Background: an optimization exercise with open tools, aiming at small area and a short achievable clock period. Do not read the settings as production practice. Function was checked by simulation only, so behaviour that the tests miss may differ from the original. Power and IR drop assume default switching activity.

### flow/design.v
package coeff_loader_pkg;
  localparam int DEFAULT_TAPS = 128;
  localparam int DEFAULT_BW   = 16;
  typedef enum logic [2:0] {
    IDLE = 3'd0,
    SYNC = 3'd1,
    SEND = 3'd2,
    WAIT = 3'd3,
    ACK  = 3'd4
  } state_t;
endpackage
module coeff_loader #(
  parameter int TAPS    = coeff_loader_pkg::DEFAULT_TAPS,
  parameter int BW      = coeff_loader_pkg::DEFAULT_BW,
  parameter int TIMEOUT = 16
) (
  input  logic                        clk,
  input  logic                        rst,
  input  logic                        wr_en,
  input  logic [$clog2(TAPS)-1:0]     wr_addr,
  input  logic signed [BW-1:0]        wr_data,
  input  logic                        start,
  input  logic                        abort,
  output logic                        cfg_vld,
  output logic signed [BW-1:0]        cfg_data,
  output logic                        cfg_done_in,
  input  logic                        cfg_done_out,
  output logic                        busy,
  output logic                        done,
  output logic                        err
);
  localparam int AW = $clog2(TAPS);
  localparam int TW = $clog2(TIMEOUT);
  logic          i_idle, i_sync, i_nsend, i_wait;
  logic          s_idle, s_sync, s_send, s_wait;
  logic          n_sync, n_send, n_wait, n_ack, n_stay, n_to, go;
  logic [TW-1:0] tcnt;      
  localparam int LW = 4;
  localparam int NL = 1 << LW;
  localparam int NH = TAPS / NL;
  logic [NL-1:0] rlo_n;     
  logic [NH-1:0] rhi_n;     
  logic          r_one;     
  assign s_idle = i_idle;
  assign s_sync = i_sync;
  assign s_send = !i_nsend;
  assign s_wait = i_wait;
  assign n_sync = !abort & s_idle & start;
  assign r_one  = !(rlo_n[1] | rhi_n[0]);
  assign n_send = !abort & (s_sync | (s_send & !r_one));
  assign n_stay = !abort & s_wait & !cfg_done_out & (tcnt != TW'(TIMEOUT - 1));
  assign n_to   = !abort & s_wait & !cfg_done_out & (tcnt == TW'(TIMEOUT - 1));
  assign n_wait = (!abort & s_send & r_one) | n_stay;
  assign n_ack  = !abort & s_wait & cfg_done_out;
  assign go     = n_sync | n_send;
  always_ff @(posedge clk or posedge rst) begin
    if (rst) begin
      i_idle      <= 1'b1;
      i_sync      <= 1'b0;
      i_nsend     <= 1'b1;
      i_wait      <= 1'b0;
      tcnt        <= '0;
      rlo_n       <= {{(NL-1){1'b1}}, 1'b0};
      rhi_n       <= {{(NH-1){1'b1}}, 1'b0};
      busy        <= 1'b0;
      cfg_vld     <= 1'b0;
      cfg_done_in <= 1'b0;
      done        <= 1'b0;
      err         <= 1'b0;
    end else begin
      i_idle      <= !(go | n_wait | n_ack);
      i_sync      <= n_sync;
      i_nsend     <= !n_send;
      i_wait      <= n_wait;
      tcnt        <= n_stay ? tcnt + TW'(1) : '0;
      rlo_n       <= go ? {rlo_n[NL-2:0], rlo_n[NL-1]} : {{(NL-1){1'b1}}, 1'b0};
      if (!go)
        rhi_n <= {{(NH-1){1'b1}}, 1'b0};
      else if (!rlo_n[NL-1])
        rhi_n <= {rhi_n[NH-2:0], rhi_n[NH-1]};
      busy        <= go | n_wait | n_ack;
      cfg_vld     <= n_send;
      cfg_done_in <= n_sync | n_ack;
      done        <= n_ack;
      if (n_sync)
        err <= 1'b0;
      else if (n_to)
        err <= 1'b1;
    end
  end
  logic          par;                
  logic          wen;                
  logic [BW-1:0] wd;                 
  logic          wh;                 
  always_ff @(posedge clk)
    par <= !par;
  assign wen = wr_en & s_idle;
  assign wd  = wr_data ^ {BW{par}};
  assign wh  = wen & (wr_addr == '0);
  logic [TAPS-1:0] we, hold;
  coeff_loader_dec  #(.AW(AW), .N(TAPS)) u_we   (.a(wr_addr), .en(wen), .y(we));
  coeff_loader_decn #(.AW(AW), .N(TAPS)) u_hold (.a(wr_addr), .en(wen), .yn(hold));
  logic [BW-1:0] mem [TAPS];
  always_ff @(posedge clk) begin
    for (int i = 0; i < TAPS; i++)
      mem[i] <= ~((mem[i] & {BW{hold[i]}}) | (wd & {BW{we[i]}}));
  end
  localparam int NG = 4;
  localparam int GN = TAPS / NG;
  logic [TAPS-1:0]    rsel, sel;
  logic [BW-1:0]      rd;
  logic [NG*BW-1:0]   rp, rq;
  logic [TAPS*BW-1:0] mem_flat;
  always_comb
    for (int i = 0; i < TAPS; i++)
      mem_flat[i*BW +: BW] = mem[i];
  coeff_loader_dec2 #(.NL(NL), .NH(NH)) u_rdec (.lo_n(rlo_n), .hi_n(rhi_n), .y(rsel));
  assign sel = {rsel[TAPS-1:1], rsel[0] & !wh};
  coeff_loader_rdfwd #(.BW(BW), .N(GN)) u_rd0 (
    .sel(sel[GN-1:0]), .d(mem_flat[GN*BW-1:0]), .fsel(wh), .fd(wd), .y(rp[BW-1:0]));
  for (genvar g = 1; g < NG; g++) begin : g_rd
    coeff_loader_rdmux #(.BW(BW), .N(GN)) u_rd (
      .sel(sel[g*GN +: GN]), .d(mem_flat[g*GN*BW +: GN*BW]), .y(rp[g*BW +: BW]));
  end
  always_ff @(posedge clk)
    rq <= rp;
  always_comb begin
    rd = '0;
    for (int g = 0; g < NG; g++)
      rd = rd | rq[g*BW +: BW];
  end
  always_ff @(posedge clk or posedge rst) begin
    if (rst)
      cfg_data <= '0;
    else if (n_send)
      cfg_data <= ~rd ^ {BW{par}};
  end
endmodule
module coeff_loader_dec #(
  parameter int AW = 7,
  parameter int N  = 128
) (
  input  logic [AW-1:0] a,
  input  logic          en,
  output logic [N-1:0]  y
);
  always_comb
    for (int i = 0; i < N; i++)
      y[i] = en & (a == AW'(i));
endmodule
module coeff_loader_dec2 #(
  parameter int NL = 16,
  parameter int NH = 8
) (
  input  logic [NL-1:0]    lo_n,
  input  logic [NH-1:0]    hi_n,
  output logic [NL*NH-1:0] y
);
  always_comb
    for (int h = 0; h < NH; h++)
      for (int l = 0; l < NL; l++)
        y[h*NL + l] = !(hi_n[h] | lo_n[l]);
endmodule
module coeff_loader_decn #(
  parameter int AW = 7,
  parameter int N  = 128
) (
  input  logic [AW-1:0] a,
  input  logic          en,
  output logic [N-1:0]  yn
);
  always_comb
    for (int i = 0; i < N; i++)
      yn[i] = !(en & (a == AW'(i)));
endmodule
module coeff_loader_rdmux #(
  parameter int BW = 16,
  parameter int N  = 32
) (
  input  logic [N-1:0]    sel,
  input  logic [N*BW-1:0] d,
  output logic [BW-1:0]   y
);
  always_comb begin
    y = '0;
    for (int i = 0; i < N; i++)
      y = y | (d[i*BW +: BW] & {BW{sel[i]}});
  end
endmodule
module coeff_loader_rdfwd #(
  parameter int BW = 16,
  parameter int N  = 32
) (
  input  logic [N-1:0]    sel,
  input  logic [N*BW-1:0] d,
  input  logic            fsel,
  input  logic [BW-1:0]   fd,
  output logic [BW-1:0]   y
);
  always_comb begin
    y = fd & {BW{fsel}};
    for (int i = 0; i < N; i++)
      y = y | (d[i*BW +: BW] & {BW{sel[i]}});
  end
endmodule
### flow/run.sh
#!/bin/bash
# synth_recipe.tcl (not shown) runs the flow's synth.tcl, then flattens the netlist and writes it again
# the make line also repeats each setting of config.mk as NAME=value (left out here)
make -C /OpenROAD-flow-scripts/flow DESIGN_CONFIG=/design/flow/config.mk WORK_HOME=/design/flow/orfs CLKGATE_MAP_FILE= SYNTH_SCRIPT=/design/flow/synth_recipe.tcl finish
### flow/config.mk
export PLATFORM = sky130hd
export DESIGN_NAME = coeff_loader
export DESIGN_NICKNAME = coeff_loader
export VERILOG_FILES = /design/flow/design.v
export SDC_FILE = /design/flow/constraint.sdc
export NUM_CORES = 4
export LEC_CHECK = 0
export CAP_MARGIN = 20
export CORE_MARGIN = 2
export CORE_UTILIZATION = 40
export CTS_CLUSTER_DIAMETER = 100
export CTS_CLUSTER_SIZE = 30
export SETUP_SLACK_MARGIN = 3.4
export SLEW_MARGIN = 20
export SYNTH_HIERARCHICAL = 1
export SYNTH_MINIMUM_KEEP_SIZE = 0
### flow/constraint.sdc
create_clock -name core_clock -period 6.0 [get_ports {clk}]
set_input_delay 1.2000 -clock core_clock [delete_from_list [all_inputs] [get_ports {clk}]]
set_output_delay 1.2000 -clock core_clock [all_outputs]
set_load 0.01 [all_outputs]
==> results of run 1 <==
## power breakdown
group          switching [mW]  internal, mW  total [mW]  leakage, nW
clock network            4.62          2.82        7.44         1.21
logic                    1.04          1.01        2.05         7.46
registers               0.775          15.8        16.6         19.6
total                    6.43          19.6        26.1         28.2
## worst register-to-register path, delay by kind of cell (launching register included)
| family | cells | cell delay [ns] |
|---|---|---|
| AO/OA/AOI/OAI | 1 | 0.22 |
| AND/OR/NAND/NOR | 4 | 1.22 |
| flip-flops | 1 | 0.73 |
| buffers and inverters | 2 | 0.50 |
## layer usage
layer	track usage	up-vias	wire length, µm	share of wire
met5	0	-	79	0.00027
met4	0.165	12	21200	0.072
met3	0.0640	932	32200	0.11
met2	0.424	3896	131000	0.44
met1	0.361	32300	112000	0.38
li1	-	26800	-	-
## cells by family (layout without fill, tap and decap cells)
kind of cell	Yosys count	in the layout
other cells	0	10
buf+inv	1103	543
mux	24	24
fa+ha+maj	1	1
compound gates	3080	3080
simple gates	857	858
xor+xnor	34	35
flops	2166	2166
## sequential cells by signal, summed over array words and instances, names as in the netlist, 4 cells and up
signal / cells
rq: 64
mem: 2048
tcnt: 4
rhi_n: 8
cfg_data: 16
rlo_n: 16
## layout by cell type (no fill, tap or decap), types with 51 or more instances in the layout
cell	netlist	routed
a22oi_1	3039	2999
a22oi_2	17	57
buf_12	0	54
buf_4	109	293
clkbuf_16	0	94
dfxtp_1	2113	2112
nand2_2	0	51
nand4_1	247	247
nor2_1	229	134
nor2_2	3	72
## cell type report
cell class,instances,area [µm²]
fill,18400,110000
inverter,4,15.0
multi-input combinational,3998,30700
clock inverter,15,210
antenna,10,25.0
clock buffer,99,2270
timing repair buffer,425,4120
sequential,2166,43700
tap,2624,3280
## metrics by stage
stage                     area, µm²  std cells  worst slack [ns]  utilization
final                         84300       9341              3.19        0.433
after global placement        78200       9043             0.972        0.401
after floorplan               79000       7265              3.20            -
after detailed placement      78300       9047              1.00        0.402
after global routing          84300       9332              3.20        0.433
after CTS                     82900       9251              3.12        0.425
## path summary, 6_finish.rpt
kind | cells after the start | slack (ns) | end
worst max-delay path | 10 | 3.19 | rq[14]
worst min-delay path | 1 | 0.46 | mem[62][0]
worst max register to register | 7 | 3.20 | rq[4]
worst min register to register | 1 | 0.46 | mem[62][0]
max in group asynchronous | 3 | 4.37 | rlo_n[0]
min in group asynchronous | 3 | 0.96 | cfg_data[3]
## timing repair
action / 4_1_cts / 5_1_grt
endpoints found under the setup margin: 2133 / 1178
cloned: 3 / 7
pin swaps: 51 / 44
endpoints found under the hold margin: 0 / 0
buffers inserted: 87 / 72
resized for setup: 384 / 116
==> results.cfg, run 1 <==
[floorplan]
num_rows = 162
dieHeight_um = 447
die_w_um = 447
start_util = 0.402
coreArea_um2 = 195000
dieArea_um2 = 199000
io_pins = 50

[grt]
gr-usage-all-layers = 0.279
gr-total-overflow = 0
grt_pass1_wl_um = 416000
grt_antenna_before_repair = 11
grt_pass1_vias = 58700
grt_max_degree = 130

[synth]
synthesis.area_um2 = 78300
avgSynthCellArea_um2 = 10.8
synth_warnings = 13
async_flop_share = 0.0245
yosys.area_share.simple = 0.0616
synth-compound-area-share = 0.297
synth-main-ff-cell = dfxtp_1
synth_top_family_by_area = compound AO/OA/AOI/OAI gates
syn_nets = 7295
synth_edf_count = 0
synthMuxAreaShare = 0.00334
ys_seq_area_frac = 0.557
synth_cell_types = 54
yosysMostFrequentCell = a22oi_1
ys_top_cells_by_area = dfxtp_1 (54%), a22oi_1 (29%), buf_6 (2.2%)
synth_xor_area_frac = 0.00380
synth_top_area_frac = 0.540
ys_seq_elements = 2166
synth_fa_ha_area_frac = 0.000160
synth_area_leader_cell = dfxtp_1
synthTopCellsByCount = a22oi_1 (3,039), dfxtp_1 (2,113), clkbuf_1 (354)
synthCells = 7265

[route]
drc = 0
drt.antenna.violating_nets = 0
via_per_inst = 6.85
vias = 64000
drtPass1Iterations = 9
routed_wl_um = 296000
detail_route.wl_per_cell_um = 31.7
drt_iter0_drc = 10000

[worst_setup_path]
cp.buffers_inverters = 3
start_kind = input port
path_class = input port to flop
slowest_stage = nor4_4
crit_family = simple AND/OR/NAND/NOR gates
worstPathRequired_ns = 6.63
arrival_ns = 3.45
critPathMaxFanout = 16
critPathCaptureType = flop
timing.rr.start = rhi_n[1]
crit_chain = buf_2 > and2_4 > nand2_2 > buf_4 > nor4_2 > buf_6 > a22oi_1 > nand4_1 > nor4_4 > nand2_1
startpoint = wr_en
worst_path_largest_cell_delay_ns = 0.51

[pwr]
total_power_mw = 26.1
ir_worst_vdd_v = 0.000231
power_density_nw_per_um2 = 309
p_leak_nw = 28.2

[sta]
fin_hold_ws_ns = 0.460
grt_setup_unrepaired = yes
timing.fmax_ghz = 0.355
hold_viol_final = 0
fin_setup_tns_ns = 0
final.min_clock_period_ns = 2.81
setup_viol = 0
tightest_slew_ns = 1.25
max-slew-margin-rel = 0.166
fin_skew_ns = 0.0566
fin_crit_sh = 0.469
final-max-slew-violation-count = 0

[cts]
clockBufferDepth = 3
root_buffer = clkbuf_16
htree_levels = 3
numClockSinks = 2166
clock_latency_ns = 0.78
numCtsBuffers = 85
path_clk_slew_ns = 0.11
cts_tree = done
hold_buffers = 0

[min_path]
hp-class = flop to flop
min_from = mem[62][0]

[cells_and_area]
nNetsFinal = 6710
syn_to_final_growth_pct = 7.66
drive_above_1_share = 0.142

[outcome]
status = timing/DRC/antenna clean

[run]
maxCapViolations = 0

[placement]
place.gp.congestion = 0.941
place_hpwl_um = 183000
io_buffers = 49
==> run 2, diff against run 1 <==
--- a/flow/design.v
+++ b/flow/design.v
@@ -103,7 +103,14 @@
   logic [BW-1:0] mem [TAPS];
+  logic [BW-1:0] mem_d [TAPS];
+  for (genvar i = 0; i < TAPS; i++) begin : g_word
+    for (genvar b = 0; b < BW; b++) begin : g_bit
+      coeff_loader_oai22 u (
+        .a1(mem[i][b]), .a2(we[i]), .b1(hold[i]), .b2(wd[b]), .y(mem_d[i][b]));
+    end
+  end
   always_ff @(posedge clk) begin
     for (int i = 0; i < TAPS; i++)
-      mem[i] <= ~((mem[i] & {BW{hold[i]}}) | (wd & {BW{we[i]}}));
-  end
-  localparam int NG = 4;
+      mem[i] <= mem_d[i];
+  end
+  localparam int NG = 8;
   localparam int GN = TAPS / NG;
@@ -118,7 +125,7 @@
   assign sel = {rsel[TAPS-1:1], rsel[0] & !wh};
-  coeff_loader_rdfwd #(.BW(BW), .N(GN)) u_rd0 (
-    .sel(sel[GN-1:0]), .d(mem_flat[GN*BW-1:0]), .fsel(wh), .fd(wd), .y(rp[BW-1:0]));
+  coeff_loader_rdgrp #(.BW(BW), .N(GN + 1)) u_rd0 (
+    .sel({wh, sel[GN-1:0]}), .d({wd, mem_flat[GN*BW-1:0]}), .y_n(rp[BW-1:0]));
   for (genvar g = 1; g < NG; g++) begin : g_rd
-    coeff_loader_rdmux #(.BW(BW), .N(GN)) u_rd (
-      .sel(sel[g*GN +: GN]), .d(mem_flat[g*GN*BW +: GN*BW]), .y(rp[g*BW +: BW]));
+    coeff_loader_rdgrp #(.BW(BW), .N(GN)) u_rd (
+      .sel(sel[g*GN +: GN]), .d(mem_flat[g*GN*BW +: GN*BW]), .y_n(rp[g*BW +: BW]));
   end
@@ -129,3 +136,3 @@
     for (int g = 0; g < NG; g++)
-      rd = rd | rq[g*BW +: BW];
+      rd = rd | ~rq[g*BW +: BW];
   end
@@ -175,3 +182,3 @@
 endmodule
-module coeff_loader_rdmux #(
+module coeff_loader_rdgrp #(
   parameter int BW = 16,
@@ -181,25 +188,44 @@
   input  logic [N*BW-1:0] d,
-  output logic [BW-1:0]   y
-);
-  always_comb begin
-    y = '0;
-    for (int i = 0; i < N; i++)
-      y = y | (d[i*BW +: BW] & {BW{sel[i]}});
-  end
-endmodule
-module coeff_loader_rdfwd #(
-  parameter int BW = 16,
-  parameter int N  = 32
-) (
-  input  logic [N-1:0]    sel,
-  input  logic [N*BW-1:0] d,
-  input  logic            fsel,
-  input  logic [BW-1:0]   fd,
-  output logic [BW-1:0]   y
-);
-  always_comb begin
-    y = fd & {BW{fsel}};
-    for (int i = 0; i < N; i++)
-      y = y | (d[i*BW +: BW] & {BW{sel[i]}});
-  end
-endmodule
+  output logic [BW-1:0]   y_n
+);
+  localparam int N3 = N / 3;
+  localparam int NR = N - 3 * N3;
+  localparam int NP = N3 + (NR > 0 ? 1 : 0);
+  for (genvar b = 0; b < BW; b++) begin : g_bit
+    logic [NP-1:0] p_n;
+    for (genvar k = 0; k < N3; k++) begin : g_aoi
+      coeff_loader_aoi222 u (
+        .a1(sel[3*k]),     .a2(d[(3*k)*BW + b]),
+        .b1(sel[3*k + 1]), .b2(d[(3*k + 1)*BW + b]),
+        .c1(sel[3*k + 2]), .c2(d[(3*k + 2)*BW + b]),
+        .y(p_n[k]));
+    end
+    if (NR == 2) begin : g_r2
+      coeff_loader_aoi22 u (
+        .a1(sel[3*N3]),     .a2(d[(3*N3)*BW + b]),
+        .b1(sel[3*N3 + 1]), .b2(d[(3*N3 + 1)*BW + b]),
+        .y(p_n[N3]));
+    end else if (NR == 1) begin : g_r1
+      assign p_n[N3] = !(sel[3*N3] & d[(3*N3)*BW + b]);
+    end
+    assign y_n[b] = &p_n;
+  end
+endmodule
+module coeff_loader_aoi222 (
+  input  logic a1, a2, b1, b2, c1, c2,
+  output logic y
+);
+  assign y = !((a1 & a2) | (b1 & b2) | (c1 & c2));
+endmodule
+module coeff_loader_aoi22 (
+  input  logic a1, a2, b1, b2,
+  output logic y
+);
+  assign y = !((a1 & a2) | (b1 & b2));
+endmodule
+module coeff_loader_oai22 (
+  input  logic a1, a2, b1, b2,
+  output logic y
+);
+  assign y = !((a1 | a2) & (b1 | b2));
+endmodule
==> results.cfg, run 2 <==
[outcome]
status = timing/DRC/antenna clean

[floorplan]
die_w_um = 426
num_rows = 154
coreArea_um2 = 176000
dieArea_um2 = 181000
io_pins = 50
start_util = 0.403
dieHeight_um = 426

[synth]
ys_seq_area_frac = 0.632
avgSynthCellArea_um2 = 11.7
synthesis.area_um2 = 71200
synth_top_area_frac = 0.613
yosysMostFrequentCell = dfxtp_1
syn_nets = 6113
ys_seq_elements = 2230
ys_top_cells_by_area = dfxtp_1 (61%), o22ai_1 (18%), a222oi_1 (9.0%)
synth_cell_types = 54
synthTopCellsByCount = dfxtp_1 (2,177), o22ai_1 (2,048), a222oi_1 (640)
synth_edf_count = 0
synth_warnings = 13
async_flop_share = 0.0238
synth_area_leader_cell = dfxtp_1
synthCells = 6083
synth-main-ff-cell = dfxtp_1

[run]
maxCapViolations = 0

[cells_and_area]
largest_reg_flops = 2048
syn_to_final_growth_pct = 14.7
layout_commonest_cell = dfxtp_1
top_regs = mem: 2048 flops, rq: 128 flops
drive_above_1_share = 0.140
num-fill-cells = 16300
instances_no_fill = 8838
nNetsFinal = 6502
regMostFlops = mem
layout_common_cells = dfxtp_1 (2,176), o22ai_1 (2,036), a222oi_1 (640)

[pwr]
p_leak_nw = 28.8
power_density_nw_per_um2 = 321
ir_worst_vdd_v = 0.000270
total_power_mw = 26.2

[route]
drc = 0
via_per_inst = 7.07
drt_iter0_drc = 10500
drt.antenna.violating_nets = 0
vias = 62500
drtPass1Iterations = 10
detail_route.wl_per_cell_um = 31.2
routed_wl_um = 275000

[sta]
final.min_clock_period_ns = 2.79
hold_viol_final = 0
setup_viol = 0
tightest_slew_ns = 1.23
grt_setup_unrepaired = yes
fin_skew_ns = 0.0308
timing.fmax_ghz = 0.359
fin_setup_tns_ns = 0
final-max-slew-violation-count = 0
fin_crit_sh = 0.465
max-slew-margin-rel = 0.179

[min_path]
hp-class = flop to flop

[worst_setup_path]
critPathMaxFanout = 34
slowest_stage = nand3_2
worst_path_largest_cell_delay_ns = 0.49
critPathCaptureType = flop
crit_chain = buf_4 > buf_4 > nor2b_1 > buf_4 > nand3_2 > o22ai_1
path_common_cell = buf_4
start_kind = input port
arrival_ns = 3.45
worstPathRequired_ns = 6.66
crit_family = buffers and inverters
cp.buffers_inverters = 3
path_class = input port to flop

[cts]
htree_levels = 3
cts_tree = done
path_clk_slew_ns = 0.11
numCtsBuffers = 84
clockBufferDepth = 3
numClockSinks = 2230
clock_latency_ns = 0.77
root_buffer = clkbuf_16

[grt]
gr-usage-all-layers = 0.289
grt_antenna_before_repair = 8
gr-total-overflow = 0
grt_max_degree = 130
grt_pass1_vias = 57600
grt_pass1_wl_um = 398000

[placement]
dp_cells = 8608
place.gp.congestion = 0.936
io_buffers = 49
place_hpwl_um = 167000
run 2: cell types whose count changed after synthesis, moves of 64 or more:
| cell | before | now |
|---|---|---|
| nand3_1 | 72 | 168 |
| buf_2 | 206 | 32 |
| dfxtp_1 | 2113 | 2177 |
| a222oi_1 | 16 | 640 |
| a22oi_1 | 3039 | 0 |
| nand4_1 | 247 | 55 |
| o22ai_1 | 0 | 2048 |
| buf_6 | 156 | 31 |
| a211oi_2 | 0 | 70 |
| buf_4 | 109 | 5 |
| buf_1 | 258 | 1 |
| nand2_1 | 99 | 211 |
| clkbuf_1 | 354 | 43 |
run 2: cell families (layout without fill, tap and decap cells):
family          Yosys count  after routing  share of synthesized area
mux                       8              8                    0.00113
buf+inv                 127            532                     0.0120
xor+xnor                 34             38                    0.00419
other cells               0              5                          0
compound gates         2838           2838                      0.292
simple gates            845            846                     0.0585
flops                  2230           2230                      0.632
fa+ha+maj                 1              1                   0.000176
run 2: layer usage:
layer / global-route usage / part of all wire
met1: 0.403 / 0.41
met2: 0.434 / 0.44
met3: 0.0496 / 0.10
met4: 0.137 / 0.054
met5: 0 / 0.00010
run 2: worst reg2reg max path, delay by kind of cell (launching register included):
family | cells | cell delay [ns]
flip-flops | 1 | 0.98
AND/OR/NAND/NOR | 2 | 0.39
AO/OA/AOI/OAI | 2 | 0.94
buffers and inverters | 1 | 0.26
run 2: per-module statistics from Yosys, one instance, submodules excluded, excerpt:
module / cells / flip-flops and latches / area (µm²) / times used
coeff_loader_aoi222: 1 / 0 / 10.0 / 640
coeff_loader: 2423 / 2230 / 46200 / 1
coeff_loader_aoi22: 1 / 0 / 12.5 / 16
coeff_loader_oai22: 1 / 0 / 6.26 / 2048
run 2: metrics by stage:
stage / util / setup slack, ns / cell area [µm²] / hold slack [ns]
floorplan: - / 2.76 / 71700 / 0.411
global placement: 0.433 / 1.18 / 76400 / 0.428
detailed placement: 0.433 / 1.43 / 76500 / 0.436
CTS: 0.459 / 3.39 / 81000 / 0.451
global route: 0.462 / 3.21 / 81600 / 0.458
finish: 0.462 / 3.21 / 81600 / 0.449
run 2: final timing paths:
check	cells past startpoint	slack (ns)	from	end
max	6	3.21	wr_addr[0]	mem[41][2]
min	1	0.45	mem[49][15]	mem[49][15]
max reg2reg	5	3.30	rlo_n[13]	rq[29]
min reg2reg	1	0.45	mem[49][15]	mem[49][15]
max in group asynchronous	3	4.33	rst	rhi_n[0]
min in group asynchronous	3	0.95	rst	cfg_data[0]
run 2: cell type report:
type	count	area, µm²	area share
Antenna cell	5	12.5	0.000153
Clock buffer	100	2230	0.0273
Clock inverter	7	93.8	0.00115
Inverter	5	18.8	0.000230
Multi-Input combinational cell	3731	27200	0.333
Sequential cell	2230	45000	0.552
Tap cell	2340	2930	0.0359
Timing Repair Buffer	420	4110	0.0503
run 2: power by group:
part           switching, mW  internal (mW)
Sequential             0.778           16.2
Combinational           1.05          0.841
Clock                   4.57           2.72
Total                   6.40           19.8
run 2: timing repair:
item	in CTS	in global routing
endpoints found under the setup margin	2185	810
resized for setup	322	73
cloned	9	2
hold buffers	0	0
pin swaps	41	25
buffers inserted	87	19
==> run 3, diff against run 2 <==
--- a/flow/config.mk
+++ b/flow/config.mk
@@ -12,3 +12,3 @@
 export CTS_CLUSTER_SIZE = 30
-export SETUP_SLACK_MARGIN = 3.4
+export SETUP_SLACK_MARGIN = 3.6
 export SLEW_MARGIN = 20
==> results.cfg, run 3 <==
[synth]
yosysMostFrequentCell = dfxtp_1
ys_seq_elements = 2230
synthesis.area_um2 = 71200
synthCells = 6083
async_flop_share = 0.0238
ys_top_cells_by_area = dfxtp_1 (61%), o22ai_1 (18%), a222oi_1 (9.0%)
synth_edf_count = 0
synth_area_leader_cell = dfxtp_1
synth_cell_types = 54
synth_warnings = 13
avgSynthCellArea_um2 = 11.7
syn_nets = 6113
synth-main-ff-cell = dfxtp_1
ys_seq_area_frac = 0.632
synthTopCellsByCount = dfxtp_1 (2,177), o22ai_1 (2,048), a222oi_1 (640)
synth_top_area_frac = 0.613

[cells_and_area]
instances_no_fill = 8981
num-fill-cells = 16000
largest_reg_flops = 2048
regMostFlops = mem
multi_input_area_um2 = 28000
top_regs = mem: 2048 flops, rq: 128 flops
finalCoreUtilization = 0.476
drive_above_1_share = 0.172
layout_common_cells = dfxtp_1 (2,176), o22ai_1 (2,021), a222oi_1 (640)
regArea_um2 = 45000
nNetsFinal = 6644
layout_commonest_cell = dfxtp_1
syn_to_final_growth_pct = 18.0

[sta]
fin_skew_ns = 0.0339
max-slew-margin-rel = 0.203
grt_setup_unrepaired = yes
hold_viol_final = 0
fin_setup_tns_ns = 0
finalWorstSetupSlack_ns = 3.43
tightest_slew_ns = 1.19
final.min_clock_period_ns = 2.57
fin_crit_sh = 0.428
setup_viol = 0
final-max-slew-violation-count = 0
timing.fmax_ghz = 0.390

[floorplan]
start_util = 0.403
coreArea_um2 = 176000
die_w_um = 426
dieArea_um2 = 181000
dieHeight_um = 426
io_pins = 50
num_rows = 154

[min_path]
hp-class = flop to flop
hold_depth = 1
min_from = mem[58][10]

[cts]
clock_latency_ns = 0.77
clockBufferDepth = 3
numCtsBuffers = 84
root_buffer = clkbuf_16
cts_tree = done
numClockSinks = 2230
htree_levels = 3
path_clk_slew_ns = 0.12

[route]
detail_route.wl_per_cell_um = 31.3
drc = 0
via_per_inst = 7.05
routed_wl_um = 281000
drt.antenna.violating_nets = 0
drtPass1Iterations = 10
vias = 63300
drt_iter0_drc = 10800

[worst_setup_path]
reg2reg_slack_ns = 3.43
timing.rr.start = rhi_n[4]
path_common_cell = buf_12
crit_chain = buf_12 > buf_12 > nor2_4 > buf_6 > a222oi_1 > nand3_1 > a211oi_4
critPathMaxFanout = 8
cp.depth = 7
slowest_stage = dfstp_4
reg2reg_to = rq[70]
startpoint = rhi_n[4]
worst_path_largest_cell_delay_ns = 0.65
cp.buffers_inverters = 3
crit_family = compound AO/OA/AOI/OAI gates
arrival_ns = 3.20
critPathCaptureType = flop
worstPathRequired_ns = 6.64
start_kind = flop
setup.worst_path.end = rq[70]
rr_worst_depth = 7
path_class = flop to flop

[placement]
place_hpwl_um = 167000
place.gp.congestion = 0.936
place_ws_ns = 1.43
dp_cells = 8608
io_buffers = 49

[pwr]
ir_worst_vdd_v = 0.000269
total_power_mw = 26.3
p_leak_nw = 30.0
power_density_nw_per_um2 = 313

[grt]
grt_max_degree = 130
grt_pass1_vias = 58100
gr-usage-all-layers = 0.291
grt_pass1_wl_um = 401000
grt_antenna_before_repair = 8
gr-total-overflow = 0

[run]
maxCapViolations = 0

[outcome]
status = timing/DRC/antenna clean
run 3: cell counts after synthesis:
Identical to the previous run, type by type.
run 3: timing repair:
| item | in CTS | in global routing |
|---|---|---|
| gates resized for setup | 477 | 160 |
| cloned | 8 | 10 |
| hold buffers | 0 | 0 |
| endpoints found under the hold margin | 0 | 0 |
| pin swaps | 89 | 122 |
| buffers inserted | 176 | 65 |
| setup endpoints to repair | 2196 | 1122 |
run 3: through the flow:
stage                     cell area (µm²)  hold WS [ns]
after CTS                           82500         0.451
after global routing                84000         0.458
after floorplan                     71700         0.411
final                               84000         0.448
after global placement              76400         0.428
after detailed placement            76500         0.436
run 3: logic make-up after synthesis:
logic type / share of synthesized area
xor+xnor: 0.00419
buf+inv: 0.0120
simple gates: 0.0585
mux: 0.00113
fa+ha+maj: 0.000176
compound gates: 0.292
flops: 0.632
run 3: where the power goes:
| group | total, mW | switching (mW) | internal (mW) |
|---|---|---|---|
| clock network | 7.32 | 4.59 | 2.72 |
| registers | 17.0 | 0.779 | 16.2 |
| logic | 2.00 | 1.10 | 0.899 |
| total | 26.3 | 6.47 | 19.8 |
run 3: area by class of cell:
| cell class | count | share of cell area |
|---|---|---|
| antenna | 6 | 0.000179 |
| clock buffer | 100 | 0.0265 |
| clock inverter | 7 | 0.00112 |
| inverter | 5 | 0.000223 |
| multi-input combinational | 3733 | 0.333 |
| sequential | 2230 | 0.536 |
| tap | 2340 | 0.0349 |
| timing repair buffer | 560 | 0.0681 |
run 3: worst min-delay path by stage:
stage	endpoint	slack, ns
2_1_floorplan	rq[112]	0.41
3_3_place_gp	mem[57][8]	0.43
3_5_place_dp	mem[16][0]	0.44
4_1_cts	mem[105][6]	0.45
5_1_grt	mem[124][1]	0.46
6_report	mem[58][10]	0.45
run 3: metal layers:
layer	track usage	part of all wire
met5	0	0.00061
met1	0.406	0.40
met3	0.0501	0.10
met4	0.142	0.055
met2	0.437	0.44
run 3: Yosys stat by module (local to each module, per instance), excerpt:
module | cells inside | times used | flops+latches | area, µm²
coeff_loader | 2423 | 1 | 2230 | 46200
coeff_loader_aoi22 | 1 | 16 | 0 | 12.5
coeff_loader_aoi222 | 1 | 640 | 0 | 10.0
coeff_loader_oai22 | 1 | 2048 | 0 | 6.26
==> run 4, diff against run 3 <==
--- a/flow/design.v
+++ b/flow/design.v
@@ -91,13 +91,20 @@
   logic          par;                
-  logic          wen;                
+  logic          wv;                 
+  logic [AW-1:0] wa;                 
   logic [BW-1:0] wd;                 
+  logic          wz;                 
   logic          wh;                 
-  always_ff @(posedge clk)
+  always_ff @(posedge clk) begin
     par <= !par;
-  assign wen = wr_en & s_idle;
-  assign wd  = wr_data ^ {BW{par}};
-  assign wh  = wen & (wr_addr == '0);
+    wv  <= wr_en & s_idle;
+    wz  <= wr_en & s_idle & (wr_addr == '0);
+    wh  <= wr_en & s_idle & (wr_addr == {{(AW-1){1'b0}}, n_sync});
+    wa  <= wr_addr;
+    wd  <= wr_data ^ {BW{!par}};
+  end
   logic [TAPS-1:0] we, hold;
-  coeff_loader_dec  #(.AW(AW), .N(TAPS)) u_we   (.a(wr_addr), .en(wen), .y(we));
-  coeff_loader_decn #(.AW(AW), .N(TAPS)) u_hold (.a(wr_addr), .en(wen), .yn(hold));
+  coeff_loader_dec #(.AW(AW), .N(TAPS)) u_we (.a(wa), .en(wv), .y(we));
+  for (genvar i = 0; i < TAPS; i++) begin : g_hold
+    coeff_loader_inv u (.a(we[i]), .y(hold[i]));
+  end
   logic [BW-1:0] mem [TAPS];
@@ -124,3 +131,3 @@
   coeff_loader_dec2 #(.NL(NL), .NH(NH)) u_rdec (.lo_n(rlo_n), .hi_n(rhi_n), .y(rsel));
-  assign sel = {rsel[TAPS-1:1], rsel[0] & !wh};
+  assign sel = {rsel[TAPS-1:2], rsel[1:0] & {2{!wh}}};
   coeff_loader_rdgrp #(.BW(BW), .N(GN + 1)) u_rd0 (
@@ -142,3 +149,3 @@
     else if (n_send)
-      cfg_data <= ~rd ^ {BW{par}};
+      cfg_data <= ((s_sync & wz) ? wd : ~rd) ^ {BW{par}};
   end
@@ -169,14 +176,2 @@
         y[h*NL + l] = !(hi_n[h] | lo_n[l]);
-endmodule
-module coeff_loader_decn #(
-  parameter int AW = 7,
-  parameter int N  = 128
-) (
-  input  logic [AW-1:0] a,
-  input  logic          en,
-  output logic [N-1:0]  yn
-);
-  always_comb
-    for (int i = 0; i < N; i++)
-      yn[i] = !(en & (a == AW'(i)));
 endmodule
@@ -231 +226,7 @@
 endmodule
+module coeff_loader_inv (
+  input  logic a,
+  output logic y
+);
+  assign y = !a;
+endmodule
--- a/flow/config.mk
+++ b/flow/config.mk
@@ -9,6 +9,6 @@
 export CORE_MARGIN = 2
-export CORE_UTILIZATION = 40
-export CTS_CLUSTER_DIAMETER = 100
-export CTS_CLUSTER_SIZE = 30
-export SETUP_SLACK_MARGIN = 3.6
+export CORE_UTILIZATION = 50
+export CTS_CLUSTER_DIAMETER = 80
+export CTS_CLUSTER_SIZE = 24
+export SETUP_SLACK_MARGIN = 3.5
 export SLEW_MARGIN = 20
==> results.cfg, run 4 <==
[outcome]
status = timing/DRC/antenna clean

[route]
via_per_inst = 7.25
vias = 60800
drt.antenna.violating_nets = 0
drt_iter0_drc = 9290
drc = 0
routed_wl_um = 261000
detail_route.wl_per_cell_um = 31.2
drtPass1Iterations = 8

[synth]
yosysMostFrequentCell = dfxtp_1
synth_edf_count = 0
synth-main-ff-cell = dfxtp_1
synth_warnings = 12
ys_top_cells_by_area = dfxtp_1 (62%), o22ai_1 (18%), a222oi_1 (9.0%)
ys_seq_area_frac = 0.639
synthCells = 6055
async_flop_share = 0.0235
avgSynthCellArea_um2 = 11.8
synth_area_leader_cell = dfxtp_1
syn_nets = 6085
synth_top_area_frac = 0.619
synthTopCellsByCount = dfxtp_1 (2,203), o22ai_1 (2,048), a222oi_1 (640)
ys_seq_elements = 2256
synth_cell_types = 53
synthesis.area_um2 = 71200

[cells_and_area]
instances_no_fill = 8379
layout_common_cells = dfxtp_1 (2,181), o22ai_1 (2,048), a222oi_1 (640)
drive_above_1_share = 0.119
regMostFlops = mem
num-fill-cells = 12000
finalCoreUtilization = 0.566
layout_commonest_cell = dfxtp_1
nNetsFinal = 6469
syn_to_final_growth_pct = 12.5
largest_reg_flops = 2048
top_regs = mem: 2048 flops, rq: 128 flops

[pwr]
p_leak_nw = 30.2
power_density_nw_per_um2 = 345
total_power_mw = 27.6
ir_worst_vdd_v = 0.000266

[grt]
gr-total-overflow = 0
grt_antenna_before_repair = 7
grt_pass1_wl_um = 378000
gr-usage-all-layers = 0.340
grt_max_degree = 83
grt_pass1_vias = 55300

[floorplan]
io_pins = 50
dieHeight_um = 381
num_rows = 138
die_w_um = 381
start_util = 0.503
dieArea_um2 = 145000
coreArea_um2 = 141000

[worst_setup_path]
worst_path_largest_cell_delay_ns = 0.71
start_kind = flop
worstPathRequired_ns = 6.64
cp.buffers_inverters = 2
slowest_stage = dfstp_4
arrival_ns = 3.25
path_class = flop to flop
crit_chain = clkbuf_4 > nor2_1 > buf_4 > a222oi_1 > nand3_1 > a211oi_2
critPathCaptureType = flop
critPathMaxFanout = 16
crit_family = compound AO/OA/AOI/OAI gates
reg2reg_slack_ns = 3.40

[sta]
setup_viol = 0
grt_setup_unrepaired = yes
hold_viol_final = 0
fin_crit_sh = 0.434
timing.fmax_ghz = 0.384
final.min_clock_period_ns = 2.60
final-max-slew-violation-count = 0
tightest_slew_ns = 1.15
fin_skew_ns = 0.0353
max-slew-margin-rel = 0.230
fin_setup_tns_ns = 0

[cts]
path_clk_slew_ns = 0.10
numClockSinks = 2256
htree_levels = 3
clockBufferDepth = 3
root_buffer = clkbuf_16
cts_tree = done
hold_buffers = 0
numCtsBuffers = 109
clock_latency_ns = 0.78

[min_path]
hp-class = flop to flop

[placement]
io_buffers = 49
place_hpwl_um = 161000
dp_cells = 8143
place.gp.congestion = 0.905

[run]
maxCapViolations = 0
## run 4: cell count changes in the layout (fill, tap and decap cells not counted), sizes merged, moves of 17 or more
cell,previous run,this run
dfxtp,2177,2203
xor2,21,1
a21oi,19,1
inv,11,130
clkbuf,106,137
buf,532,339
nor2,285,248
nand2,211,157
nand3,171,131
xnor2,17,34
## run 4: logic make-up (layout without fill, tap and decap cells)
logic type	Yosys count	count (layout)	share of synthesized area
xor gates and xnor gates	35	35	0.00431
muxes	8	8	0.00112
AOI/OAI and AO/OA	2852	2852	0.295
DFF	2256	2256	0.639
other	0	2	0
and+or+nand+nor	676	676	0.0446
buffers and inverters	227	659	0.0167
adders and majority gates	1	1	0.000176
## run 4: per-stage QoR
step | area [µm²] | hold WS, ns | worst slack, ns
2_1_floorplan | 71300 | 0.411 | 2.82
3_3_place_gp | 75400 | 0.424 | 2.27
3_5_place_dp | 75500 | 0.428 | 2.24
4_1_cts | 79200 | 0.434 | 3.38
5_1_grt | 80100 | 0.456 | 3.30
6_report | 80100 | 0.422 | 3.40
## run 4: power by group
group          leakage, nW  switching, mW  internal [mW]
combinational         9.49          0.852          0.839
sequential            19.1          0.922           16.4
clock                 1.61           4.85           3.76
## run 4: path summary, 6_finish.rpt
check                       startpoint        to  cells past startpoint
setup / recovery              rhi_n[1]    rq[16]                      6
hold / removal             mem[63][12]    rq[60]                      1
setup reg to reg              rhi_n[1]    rq[16]                      6
hold reg to reg            mem[63][12]    rq[60]                      1
max in group asynchronous          rst  rlo_n[0]                      3
min in group asynchronous          rst       err                      3
## run 4: repair_timing
item / CTS / global route
endpoints found under the setup margin: 1615 / 908
pin swaps: 10 / 20
gates cloned: 0 / 0
resized for setup: 174 / 46
hold endpoints to repair: 0 / 0
buffers inserted: 20 / 55
## run 4: final cells by class
class	instances	area, µm²	share of cell area
clock buffers	136	3020	0.0378
multi-input cells	3572	25100	0.313
well taps	1890	2360	0.0295
repair buffers	368	3150	0.0393
clock inverters	23	293	0.00366
inverters	132	537	0.00670
diodes	2	5.00	0.0000625
flip-flops and latches	2256	45600	0.570
## run 4: modules after synthesis, one instance, submodules excluded, a selection
module               copies in the design  flip-flops and latches
coeff_loader_inv                      128                       0
coeff_loader_aoi22                     16                       0
coeff_loader_oai22                   2048                       0
coeff_loader_aoi222                   640                       0
coeff_loader                            1                    2256
## run 4: worst register-to-register path, cell delays in order (launching register included)
cell and delay, ns:
dfstp_4 0.71, clkbuf_4 0.27, nor2_1 0.06, buf_4 0.21, a222oi_1 0.63, nand3_1 0.26, a211oi_2 0.34
## run 4: metal layers
metal	wire length, µm	global-route usage
met5	27	0
met4	11600	0.133
met2	115000	0.511
met1	109000	0.486
met3	25500	0.0613
==> run 5, diff against run 4 <==
--- a/flow/design.v
+++ b/flow/design.v
@@ -121,4 +121,4 @@
   end
-  localparam int NG = 8;
-  localparam int GN = TAPS / NG;
+  localparam int NG = 6;
+  localparam int G1 = TAPS / NG;
   logic [TAPS-1:0]    rsel, sel;
@@ -132,7 +132,9 @@
   assign sel = {rsel[TAPS-1:2], rsel[1:0] & {2{!wh}}};
-  coeff_loader_rdgrp #(.BW(BW), .N(GN + 1)) u_rd0 (
-    .sel({wh, sel[GN-1:0]}), .d({wd, mem_flat[GN*BW-1:0]}), .y_n(rp[BW-1:0]));
+  coeff_loader_rdgrp #(.BW(BW), .N(G1 + 1)) u_rd0 (
+    .sel({wh, sel[G1-1:0]}), .d({wd, mem_flat[G1*BW-1:0]}), .y_n(rp[BW-1:0]));
   for (genvar g = 1; g < NG; g++) begin : g_rd
-    coeff_loader_rdgrp #(.BW(BW), .N(GN)) u_rd (
-      .sel(sel[g*GN +: GN]), .d(mem_flat[g*GN*BW +: GN*BW]), .y_n(rp[g*BW +: BW]));
+    localparam int S = (g * TAPS) / NG;
+    localparam int N = ((g + 1) * TAPS) / NG - (g * TAPS) / NG;
+    coeff_loader_rdgrp #(.BW(BW), .N(N)) u_rd (
+      .sel(sel[S +: N]), .d(mem_flat[S*BW +: N*BW]), .y_n(rp[g*BW +: BW]));
   end
--- a/flow/config.mk
+++ b/flow/config.mk
@@ -9,3 +9,3 @@
 export CORE_MARGIN = 2
-export CORE_UTILIZATION = 50
+export CORE_UTILIZATION = 40
 export CTS_CLUSTER_DIAMETER = 80
==> results.cfg, run 5 <==
[outcome]
status = timing/DRC/antenna clean

[cells_and_area]
largest_reg_flops = 2048
nNetsFinal = 6395
instances_no_fill = 8747
num-fill-cells = 16100
top_regs = mem: 2048 flops, rq: 96 flops
regArea_um2 = 45000
multi_input_area_um2 = 24500
fin_area_um2 = 79800
layout_common_cells = dfxtp_1 (2,147), o22ai_1 (2,048), a222oi_1 (672)
drive_above_1_share = 0.116
regMostFlops = mem
syn_to_final_growth_pct = 14.2
layout_commonest_cell = dfxtp_1

[pwr]
pwr-share-clk = 0.320
p_sw_frac = 0.243
ir_worst_vdd_v = 0.000253
p_leak_nw = 29.5
p_sw_mw = 6.70
p_int_mw = 20.9
total_power_mw = 27.6
seqPwrFrac = 0.619
power_density_nw_per_um2 = 346
combPwrFrac = 0.061

[synth]
synth_area_leader_cell = dfxtp_1
async_flop_share = 0.0238
syn_nets = 5965
yosysMostFrequentCell = dfxtp_1
synthTopCellsByCount = dfxtp_1 (2,171), o22ai_1 (2,048), a222oi_1 (672)
synth_top_area_frac = 0.622
synth_warnings = 12
synth-main-ff-cell = dfxtp_1
ys_seq_area_frac = 0.641
synth_edf_count = 0
synthesis.area_um2 = 69900
synth_cell_types = 52
avgSynthCellArea_um2 = 11.8
ys_seq_elements = 2224
ys_top_cells_by_area = dfxtp_1 (62%), o22ai_1 (18%), a222oi_1 (9.6%)
synthCells = 5935

[sta]
setup_viol = 0
tightest_slew_ns = 1.12
timing.fmax_ghz = 0.373
fin_crit_sh = 0.446
max-slew-margin-rel = 0.254
final-max-slew-violation-count = 0
final.min_clock_period_ns = 2.68
fin_skew_ns = 0.0658
hold_viol_final = 0
fin_setup_tns_ns = 0
grt_setup_unrepaired = yes

[worst_setup_path]
start_kind = flop
reg2reg_slack_ns = 3.32
reg2reg_to = rq[19]
path_class = flop to flop
worst_path_largest_cell_delay_ns = 0.82
timing.rr.start = rhi_n[1]
arrival_ns = 3.33
crit_chain = nor2_1 > buf_4 > a222oi_1 > nand3_1 > nor2_1
worstPathRequired_ns = 6.66
critPathCaptureType = flop
critPathMaxFanout = 18
slowest_stage = dfstp_4
path_common_cell = nor2_1
rr_worst_depth = 5

[route]
drt.antenna.violating_nets = 0
vias = 60900
drtPass1Iterations = 14
via_per_inst = 6.96
routed_wl_um = 262000
drc = 0
drt_iter0_drc = 10800
detail_route.wl_per_cell_um = 30.0

[grt]
grt_max_degree = 131
grt_antenna_before_repair = 12
grt_pass1_vias = 55400
gr-total-overflow = 0
grt_pass1_wl_um = 379000
gr-usage-all-layers = 0.277

[floorplan]
dieHeight_um = 422
start_util = 0.402
coreArea_um2 = 174000
dieArea_um2 = 178000
die_w_um = 422
num_rows = 153
io_pins = 50

[cts]
htree_levels = 3
cts_tree = done
clockBufferDepth = 3
root_buffer = clkbuf_16
numClockSinks = 2224
numCtsBuffers = 111
path_clk_slew_ns = 0.10
clock_latency_ns = 0.81
hold_buffers = 0

[placement]
dp_cells = 8481
place.gp.congestion = 0.910
place_hpwl_um = 162000
placed_cell_area_um2 = 75000
io_buffers = 49

[min_path]
min_to = mem[72][9]
min_from = mem[72][9]
hp-class = flop to flop
hold_depth = 1

[run]
maxCapViolations = 0
## run 5: final cells by class
type	count	share of cell area
flip-flops and latches	2224	0.563
multi-input cells	3492	0.307
repair buffers	404	0.0425
clock buffers	135	0.0378
well taps	2325	0.0364
inverters	132	0.00658
clock inverters	32	0.00618
diodes	3	0.0000941
## run 5: worst max path at each step
| stage | from | to | slack, ns |
|---|---|---|---|
| final | rhi_n[1] | rq[19] | 3.32 |
| after global routing | cfg_data[6] | cfg_data[6] | 3.40 |
| after CTS | cfg_data[13] | cfg_data[13] | 3.38 |
| after detailed placement | wa[4] | mem[116][15] | 2.63 |
| after global placement | wa[5] | mem[40][10] | 2.29 |
| after floorplan | wa[4] | mem[0][10] | 2.82 |
## run 5: critical path, delay by kind of cell (launching register included)
kind,cells,cell delay [ns]
buffers and inverters,1,0.24
DFF,1,0.82
and+or+nand+nor,3,1.01
AOI/OAI and AO/OA,1,0.45
## run 5: kinds of logic after synthesis
kind of cell | share of synthesized area
AO/OA/AOI/OAI | 0.292
flip-flops | 0.641
AND/OR/NAND/NOR | 0.0457
buffers and inverters | 0.0155
XOR/XNOR | 0.00439
multiplexers | 0.00115
adder cells (fa/ha/maj) | 0.000179
## run 5: power groups by stage
stage          sequential, mW  combinational (mW)  clock (mW)
3_5_place_dp             17.4                1.61           0
5_1_grt                  17.2                1.80        9.47
3_3_place_gp             17.4                1.53           0
4_1_cts                  17.1                1.63        8.94
6_report                 17.1                1.69        8.85
2_1_floorplan            17.2               0.999           0
## run 5: per-module statistics from Yosys, one instance, submodules excluded, excerpt
module	cells	times used
coeff_loader	2441	1
coeff_loader_aoi222	1	672
coeff_loader_inv	1	128
coeff_loader_oai22	1	2048
## run 5: per-layer routing
metal	track usage	vias to the layer above	routed length [µm]
li1	-	26200	-
met1	0.388	30500	107000
met2	0.415	3576	115000
met3	0.0535	530	27500
met4	0.118	12	13200
met5	0	-	75
## run 5: through the flow
step	setup slack, ns	util	hold slack [ns]
finish	3.32	0.459	0.445
detailed placement	2.63	0.431	0.435
floorplan	2.82	-	0.411
global placement	2.29	0.431	0.423
CTS	3.38	0.455	0.447
global route	3.40	0.459	0.455
## run 5: repair_timing
item,in CTS,in global routing
gates cloned,0,1
setup endpoints to repair,1703,548
resized for setup,177,44
buffers inserted,34,61
pin swaps,36,40
==> run 6, diff against run 5 <==
--- a/flow/design.v
+++ b/flow/design.v
@@ -147,7 +147,12 @@
   end
+  logic [BW-1:0] cfg_val, cfg_hold_n;
+  assign cfg_val = ((s_sync & wz) ? wd : ~rd) ^ {BW{par}};
   always_ff @(posedge clk or posedge rst) begin
-    if (rst)
-      cfg_data <= '0;
-    else if (n_send)
-      cfg_data <= ((s_sync & wz) ? wd : ~rd) ^ {BW{par}};
+    if (rst) begin
+      cfg_data   <= '0;
+      cfg_hold_n <= '1;
+    end else begin
+      cfg_data   <= n_send ? cfg_val : ~cfg_hold_n;
+      cfg_hold_n <= n_send ? ~cfg_val : cfg_hold_n;
+    end
   end
==> results.cfg, run 6 <==
[outcome]
status = timing/DRC/antenna clean

[worst_setup_path]
slowest_stage = dfrtp_2
crit_chain = buf_6
critPathMaxFanout = 1
critPathCaptureType = output port
crit_family = flip-flops
path_class = flop to output port
worst_path_largest_cell_delay_ns = 0.50
worstPathRequired_ns = 4.80
arrival_ns = 1.47
start_kind = flop
cp.buffers_inverters = 1

[cts]
numClockSinks = 2240
clock_latency_ns = 0.81
path_clk_slew_ns = 0.10
numCtsBuffers = 110
root_buffer = clkbuf_16
cts_tree = done
hold_buffers = 0
clockBufferDepth = 3
htree_levels = 3

[synth]
ys_seq_elements = 2240
async_flop_share = 0.0308
synthCells = 5971
synth_warnings = 12
ys_seq_area_frac = 0.642
syn_nets = 6001
synth-main-ff-cell = dfxtp_1
synth_top_area_frac = 0.617
synth_edf_count = 0
synthesis.area_um2 = 70400
avgSynthCellArea_um2 = 11.8
yosysMostFrequentCell = dfxtp_1
synth_cell_types = 49
synthTopCellsByCount = dfxtp_1 (2,171), o22ai_1 (2,048), a222oi_1 (672)
synth_area_leader_cell = dfxtp_1
ys_top_cells_by_area = dfxtp_1 (62%), o22ai_1 (18%), a222oi_1 (9.5%)

[route]
drtPass1Iterations = 10
detail_route.wl_per_cell_um = 30.0
via_per_inst = 6.91
routed_wl_um = 264000
drt_iter0_drc = 10500
drc = 0
vias = 60700
drt.antenna.violating_nets = 0

[sta]
final.min_clock_period_ns = 2.67
hold_viol_final = 0
timing.fmax_ghz = 0.375
max-slew-margin-rel = 0.247
fin_crit_sh = 0.444
fin_setup_tns_ns = 0
grt_setup_unrepaired = yes
finalWorstSetupSlack_ns = 3.33
setup_viol = 0
final-max-slew-violation-count = 0
tightest_slew_ns = 1.13
fin_skew_ns = 0.0579

[floorplan]
die_w_um = 424
coreArea_um2 = 176000
io_pins = 50
start_util = 0.401
dieArea_um2 = 179000
dieHeight_um = 424
num_rows = 154

[pwr]
ir_worst_vdd_v = 0.000290
total_power_mw = 27.6
power_density_nw_per_um2 = 342
p_leak_nw = 29.8

[placement]
place.gp.congestion = 0.935
place_ws_ns = 2.55
io_buffers = 49
place_hpwl_um = 164000

[grt]
grt_max_degree = 110
gr-total-overflow = 0
grt_antenna_before_repair = 2
grt_pass1_wl_um = 382000
gr-usage-all-layers = 0.278
grt_pass1_vias = 56200

[cells_and_area]
largest_reg_flops = 2048
layout_commonest_cell = dfxtp_1
top_regs = mem: 2048 flops, rq: 96 flops
regMostFlops = mem
drive_above_1_share = 0.122
nNetsFinal = 6425
layout_common_cells = dfxtp_1 (2,148), o22ai_1 (2,048), a222oi_1 (672)
syn_to_final_growth_pct = 14.6

[min_path]
hp-class = flop to flop

[run]
maxCapViolations = 0
run 6: cell types whose count changed after synthesis, moves of 10 or more:
| cell | previous run | this run |
|---|---|---|
| nor2_1 | 277 | 297 |
| a21oi_1 | 1 | 19 |
| a21o_1 | 0 | 16 |
| dfstp_2 | 24 | 40 |
| nand2_1 | 45 | 29 |
| o21ai_1 | 10 | 0 |
run 6: per-module statistics from Yosys (local to each module, per instance), a selection:
module	times used	cells inside
coeff_loader	1	2477
coeff_loader_aoi222	672	1
coeff_loader_oai22	2048	1
coeff_loader_inv	128	1
run 6: per-stage QoR:
| stage | utilization | instance area [µm²] | hold slack (ns) | std cells |
|---|---|---|---|---|
| global route | 0.460 | 80700 | 0.455 | 8784 |
| floorplan | - | 70500 | 0.411 | 5971 |
| finish | 0.460 | 80700 | 0.444 | 8788 |
| CTS | 0.456 | 80000 | 0.441 | 8746 |
| detailed placement | 0.430 | 75400 | 0.428 | 8515 |
| global placement | 0.429 | 75300 | 0.425 | 8513 |
run 6: worst paths after layout:
path / from / to / slack [ns] / cells after the start
max: cfg_data[6] / cfg_data[6] / 3.33 / 1
min: mem[127][14] / rq[94] / 0.44 / 1
max reg2reg: rlo_n[6] / rq[19] / 3.35 / 4
min reg2reg: mem[127][14] / rq[94] / 0.44 / 1
max in group asynchronous: rst / rlo_n[0] / 4.31 / 3
min in group asynchronous: rst / done / 1.03 / 3
run 6: kinds of logic after synthesis:
group,Yosys count,synth area share
compound gates,2822,0.292
xor+xnor,35,0.00435
fa+ha+maj,1,0.000178
buf+inv,220,0.0152
flops,2240,0.642
mux,8,0.00114
simple gates,645,0.0453
run 6: layout make-up:
cell class / instances / area, µm²
antenna: 4 / 10.0
clock buffer: 132 / 2940
clock inverter: 29 / 465
fill: 15900 / 94800
tap: 2340 / 2930
timing repair buffer: 399 / 3610
inverter: 133 / 548
multi-input combinational: 3511 / 24800
sequential: 2240 / 45400
run 6: what timing repair did:
item / 4_1_cts / 5_1_grt
pin swaps: 46 / 37
cloned: 0 / 1
endpoints found under the setup margin: 1812 / 953
buffers inserted: 70 / 37
resized for setup: 225 / 50
run 6: power breakdown:
| group | switching [mW] | internal (mW) |
|---|---|---|
| logic | 0.856 | 0.796 |
| registers | 0.877 | 16.3 |
| clock network | 4.97 | 3.77 |
| total | 6.71 | 20.9 |
run 6: per-layer routing:
layer	up-vias	wire, µm	track usage	part of all wire
met1	30600	109000	0.384	0.41
met2	3241	118000	0.426	0.45
met5	-	0	0	0
met4	0	13200	0.127	0.050
met3	533	23200	0.0454	0.088
li1	26400	-	-	-
==> run 7, diff against run 6 <==
--- a/flow/config.mk
+++ b/flow/config.mk
@@ -9,6 +9,6 @@
 export CORE_MARGIN = 2
-export CORE_UTILIZATION = 40
+export CORE_UTILIZATION = 50
 export CTS_CLUSTER_DIAMETER = 80
 export CTS_CLUSTER_SIZE = 24
-export SETUP_SLACK_MARGIN = 3.5
+export SETUP_SLACK_MARGIN = 3.45
 export SLEW_MARGIN = 20
==> results.cfg, run 7 <==
[pwr]
p_sw_mw = 6.51
p_sw_frac = 0.239
power_density_nw_per_um2 = 345
seqPwrFrac = 0.632
pwr-share-clk = 0.309
p_leak_nw = 29.3
p_int_mw = 20.8
ir_worst_vdd_v = 0.000240
combPwrFrac = 0.059

[placement]
io_buffers = 49
place.gp.congestion = 0.912
place_hpwl_um = 162000

[synth]
ys_seq_elements = 2240
syn_nets = 6001
synthesis.area_um2 = 70400
avgSynthCellArea_um2 = 11.8
ys_top_cells_by_area = dfxtp_1 (62%), o22ai_1 (18%), a222oi_1 (9.5%)
synth-main-ff-cell = dfxtp_1
async_flop_share = 0.0308
synth_area_leader_cell = dfxtp_1
synth_cell_types = 49
synth_top_area_frac = 0.617
synthCells = 5971
synth_warnings = 12
ys_seq_area_frac = 0.642
synthTopCellsByCount = dfxtp_1 (2,171), o22ai_1 (2,048), a222oi_1 (672)
synth_edf_count = 0
yosysMostFrequentCell = dfxtp_1

[worst_setup_path]
arrival_ns = 3.36
cp.depth = 5
rr_worst_depth = 5
path_common_cell = nor2_1
timing.rr.start = rlo_n[5]
critPathMaxFanout = 16
critPathCaptureType = flop
crit_family = flip-flops
start_kind = flop
worstPathRequired_ns = 6.66
worst_path_largest_cell_delay_ns = 0.86
crit_chain = nor2_1 > buf_4 > a222oi_1 > nand3_1 > nor2_1
slowest_stage = dfstp_2
startpoint = rlo_n[5]
path_class = flop to flop
cp.buffers_inverters = 1

[route]
drt_iter0_drc = 10600
via_per_inst = 7.36
vias = 60900
routed_wl_um = 263000
detail_route.wl_per_cell_um = 31.8
drc = 0
drt.antenna.violating_nets = 0
drtPass1Iterations = 10

[floorplan]
io_pins = 50
num_rows = 137
dieArea_um2 = 144000
dieHeight_um = 379
die_w_um = 379
coreArea_um2 = 140000
start_util = 0.504

[sta]
max-slew-margin-rel = 0.162
timing.fmax_ghz = 0.371
fin_skew_ns = 0.0336
hold_viol_final = 0
setup_viol = 0
tightest_slew_ns = 1.25
fin_setup_tns_ns = 0
fin_crit_sh = 0.449
final-max-slew-violation-count = 0
grt_setup_unrepaired = yes
final.min_clock_period_ns = 2.70

[cells_and_area]
syn_to_final_growth_pct = 12.2
num-fill-cells = 12000
drive_above_1_share = 0.109
multi_input_area_um2 = 24600
layout_commonest_cell = dfxtp_1
finalCoreUtilization = 0.566
largest_reg_flops = 2048
layout_common_cells = dfxtp_1 (2,149), o22ai_1 (2,048), a222oi_1 (672)
regArea_um2 = 45400
regMostFlops = mem
nNetsFinal = 6382
top_regs = mem: 2048 flops, rq: 96 flops

[outcome]
status = timing/DRC/antenna clean

[grt]
grt_pass1_wl_um = 380000
gr-total-overflow = 0
grt_max_degree = 131
grt_antenna_before_repair = 4
grt_pass1_vias = 55500
gr-usage-all-layers = 0.351

[cts]
hold_buffers = 0
numClockSinks = 2240
clockBufferDepth = 3
path_clk_slew_ns = 0.10
root_buffer = clkbuf_16
clock_latency_ns = 0.78
htree_levels = 3
cts_tree = done
numCtsBuffers = 107

[min_path]
hp-class = flop to flop
min_from = mem[126][9]
hold_depth = 1

[run]
maxCapViolations = 0
[run 7: worst register-to-register path, stage by stage, from the launching register on]
cell and delay [ns]:
dfstp_2 0.86, nor2_1 0.20, buf_4 0.25, a222oi_1 0.66, nand3_1 0.27, nor2_1 0.36
[run 7: power groups by stage]
stage	logic, mW	clock network, mW	registers (mW)
after detailed placement	1.55	0	17.5
after floorplan	0.992	0	17.3
final	1.60	8.43	17.2
after global placement	1.48	0	17.5
after global routing	1.72	9.01	17.4
after CTS	1.55	8.50	17.2
[run 7: cell type report]
cell class              count  share of cell area
diodes                      3           0.0000950
clock buffers             135              0.0372
clock inverters            20             0.00302
inverters                 133             0.00655
multi-input cells        3511               0.311
flip-flops and latches   2240               0.574
well taps                1876              0.0297
repair buffers            359              0.0379
[run 7: stage by stage]
stage / cells / total power, mW / setup slack, ns / hold slack (ns) / area [µm²]
after CTS: 8244 / 27.3 / 3.34 / 0.449 / 78700
after floorplan: 5971 / 18.3 / 2.82 / 0.411 / 70500
after detailed placement: 8054 / 19.1 / 2.28 / 0.436 / 74900
final: 8277 / 27.3 / 3.30 / 0.446 / 79100
after global placement: 8052 / 19.0 / 2.21 / 0.428 / 74800
after global routing: 8274 / 28.1 / 3.33 / 0.455 / 79100
[run 7: Yosys stat by module, one instance, submodules excluded, a selection]
module               times used  cells  flops+latches
coeff_loader_aoi222         672      1              0
coeff_loader                  1   2477           2240
coeff_loader_inv            128      1              0
coeff_loader_oai22         2048      1              0
[run 7: kinds of logic (layout without fill, tap and decap cells)]
group,count (synthesis),count (layout),share of synthesized area
AND/OR/NAND/NOR,645,645,0.0453
other,0,3,0
adder cells (fa/ha/maj),1,1,0.000178
multiplexers,8,8,0.00114
AO/OA/AOI/OAI,2822,2822,0.292
flip-flops,2240,2240,0.642
XOR/XNOR,35,35,0.00435
buffers and inverters,220,647,0.0152
[run 7: worst paths after layout]
path                               end  slack [ns]
max in group asynchronous     rhi_n[6]        3.82
hold / removal             mem[126][9]        0.45
min in group asynchronous  cfg_data[5]        1.18
setup / recovery                rq[66]        3.30
setup reg to reg                rq[66]        3.30
hold reg to reg            mem[126][9]        0.45
[run 7: what timing repair did]
item / 4_1_cts / 5_1_grt
setup endpoints to repair: 1820 / 498
setup buffers: 35 / 27
pin swaps: 16 / 21
resized for setup: 181 / 21
[run 7: metal layers]
layer | global-route usage | wire (µm) | vias to the layer above
met5 | 0 | 0 | -
met4 | 0.137 | 11700 | 0
met3 | 0.0674 | 28200 | 497
met2 | 0.517 | 114000 | 3602
met1 | 0.508 | 109000 | 30500
li1 | - | - | 26300
==> run 8, diff against run 7 <==
--- a/flow/config.mk
+++ b/flow/config.mk
@@ -9,3 +9,3 @@
 export CORE_MARGIN = 2
-export CORE_UTILIZATION = 50
+export CORE_UTILIZATION = 55
 export CTS_CLUSTER_DIAMETER = 80
==> results.cfg, run 8 <==
[synth]
synth-compound-area-share = 0.292
synthCells = 5971
synthMuxAreaShare = 0.00114
async_flop_share = 0.0308
synthTopCellsByCount = dfxtp_1 (2,171), o22ai_1 (2,048), a222oi_1 (672)
yosys.area_share.simple = 0.0453
ys_seq_elements = 2240
avgSynthCellArea_um2 = 11.8
ys_top_cells_by_area = dfxtp_1 (62%), o22ai_1 (18%), a222oi_1 (9.5%)
syn_nets = 6001
synth_cell_types = 49
synth_top_area_frac = 0.617
synth_fa_ha_area_frac = 0.000178
synth_xor_area_frac = 0.00435
synth_warnings = 12
synth_top_family_by_area = compound AO/OA/AOI/OAI gates
synth-main-ff-cell = dfxtp_1
synth_area_leader_cell = dfxtp_1
yosysMostFrequentCell = dfxtp_1
ys_seq_area_frac = 0.642
synth_edf_count = 0
synthesis.area_um2 = 70400

[worst_setup_path]
path_class = flop to flop
crit_chain = buf_4 > nor2_2 > a222oi_1 > nand4_1 > a211oi_2
slowest_stage = dfstp_4
reg2reg_to = rq[89]
start_kind = flop
worstPathRequired_ns = 6.65
reg2reg_slack_ns = 3.38
critPathMaxFanout = 16
worst_path_largest_cell_delay_ns = 0.79
rr_worst_depth = 5
critPathCaptureType = flop
timing.rr.start = rlo_n[13]
arrival_ns = 3.27

[min_path]
min_from = mem[63][11]
hp-class = flop to flop
hold_depth = 1
min_to = rq[43]

[placement]
dp_cells = 7843
place_hpwl_um = 163000
place.gp.congestion = 0.918
io_buffers = 49

[grt]
grt_antenna_before_repair = 5
grt_pass1_wl_um = 376000
gr-total-overflow = 0
gr-usage-all-layers = 0.377
grt_max_degree = 125
grt_pass1_vias = 55400

[sta]
hold_viol_final = 0
fin_setup_tns_ns = 0
grt_setup_unrepaired = yes
timing.fmax_ghz = 0.381
tightest_slew_ns = 1.23
final-max-slew-violation-count = 0
max-slew-margin-rel = 0.174
fin_skew_ns = 0.0330
setup_viol = 0
fin_crit_sh = 0.437
final.min_clock_period_ns = 2.62

[cts]
cts_tree = done
numCtsBuffers = 106
numClockSinks = 2240
clockBufferDepth = 3
root_buffer = clkbuf_16
path_clk_slew_ns = 0.10
htree_levels = 3
clock_latency_ns = 0.76

[cells_and_area]
layout_common_cells = dfxtp_1 (2,150), o22ai_1 (2,048), a222oi_1 (672)
drive_above_1_share = 0.105
num-fill-cells = 10500
multi_input_area_um2 = 24700
instances_no_fill = 8036
top_regs = mem: 2048 flops, rq: 96 flops
regArea_um2 = 45400
regMostFlops = mem
nNetsFinal = 6365
layout_commonest_cell = dfxtp_1
syn_to_final_growth_pct = 11.5
largest_reg_flops = 2048
finalCoreUtilization = 0.617

[floorplan]
num_rows = 131
dieHeight_um = 362
dieArea_um2 = 131000
start_util = 0.553
io_pins = 50
die_w_um = 362
coreArea_um2 = 127000

[route]
vias = 60700
routed_wl_um = 258000
drt.antenna.violating_nets = 0
detail_route.wl_per_cell_um = 32.2
drt_iter0_drc = 10300
via_per_inst = 7.55
drtPass1Iterations = 13
drc = 0

[pwr]
seqPwrFrac = 0.637
power_density_nw_per_um2 = 343
ir_worst_vdd_v = 0.000262
p_int_mw = 20.5
total_power_mw = 27.0
combPwrFrac = 0.060
p_sw_frac = 0.239
p_sw_mw = 6.44
pwr-share-clk = 0.303
p_leak_nw = 29.2

[outcome]
status = timing/DRC/antenna clean

[run]
maxCapViolations = 0
-- run 8: power by group through the flow --
stage,Combinational [mW],Sequential [mW],Clock [mW]
2_1_floorplan,0.992,17.3,0
3_3_place_gp,1.51,17.5,0
3_5_place_dp,1.59,17.5,0
4_1_cts,1.58,17.1,8.23
5_1_grt,1.74,17.3,8.76
6_report,1.62,17.2,8.17
-- run 8: layout make-up --
class | count | share of cell area
multi-input cells | 3512 | 0.314
diodes | 2 | 0.0000637
repair buffers | 342 | 0.0362
well taps | 1662 | 0.0265
clock buffers | 132 | 0.0366
flip-flops and latches | 2240 | 0.578
inverters | 133 | 0.00655
clock inverters | 13 | 0.00188
-- run 8: timing repair --
item / in CTS / in global routing
pin swaps: 21 / 26
setup endpoints to repair: 1617 / 508
hold buffers: 0 / 0
gates resized for setup: 174 / 34
gates cloned: 0 / 1
setup buffers: 25 / 20
-- run 8: modules after synthesis, one instance, submodules excluded, a selection --
module | times used | cells inside
coeff_loader_oai22 | 2048 | 1
coeff_loader | 1 | 2477
coeff_loader_inv | 128 | 1
coeff_loader_aoi222 | 672 | 1
-- run 8: kinds of logic (layout without fill, tap and decap cells) --
kind of cell	Yosys count	in the layout
AO/OA/AOI/OAI	2822	2823
adder cells (fa/ha/maj)	1	1
other	0	2
multiplexers	8	8
buffers and inverters	220	620
AND/OR/NAND/NOR	645	645
flip-flops	2240	2240
XOR/XNOR	35	35
-- run 8: worst max-delay path, delay by kind of cell (launching register included) --
kind | cells | cell delay [ns]
AO/OA/AOI/OAI | 2 | 1.11
flip-flops | 1 | 0.79
AND/OR/NAND/NOR | 2 | 0.43
buffers and inverters | 1 | 0.18
-- run 8: how the worst max path moves through the flow --
stage	startpoint	end	cells past startpoint
floorplan	wa[4]	mem[0][10]	6
global placement	wa[1]	mem[114][3]	4
detailed placement	wa[1]	mem[114][3]	4
CTS	cfg_vld	cfg_vld	1
global route	cfg_vld	cfg_vld	1
finish	rlo_n[13]	rq[89]	5
-- run 8: through the flow --
| stage | hold slack, ns | worst slack, ns | instance area (µm²) |
|---|---|---|---|
| floorplan | 0.411 | 2.82 | 70500 |
| detailed placement | 0.432 | 2.21 | 74600 |
| global placement | 0.426 | 2.26 | 74500 |
| finish | 0.429 | 3.38 | 78500 |
| CTS | 0.442 | 3.37 | 78200 |
| global route | 0.455 | 3.37 | 78500 |
-- run 8: per-layer routing --
layer,track usage,vias up,wire (µm)
met2,0.545,3501,111000
met3,0.0721,485,27900
met4,0.162,4,12000
met1,0.549,30400,107000
li1,-,26200,-
met5,0.00370,-,84

Setup slack of run 8, layout unchanged: 3.376 ns with ideal ports, 3.304 ns with driving cells assumed (clock clkbuf_16, inputs buf_2), 2.838 ns with port delays also shifted by the 0.824 ns mid clock arrival.
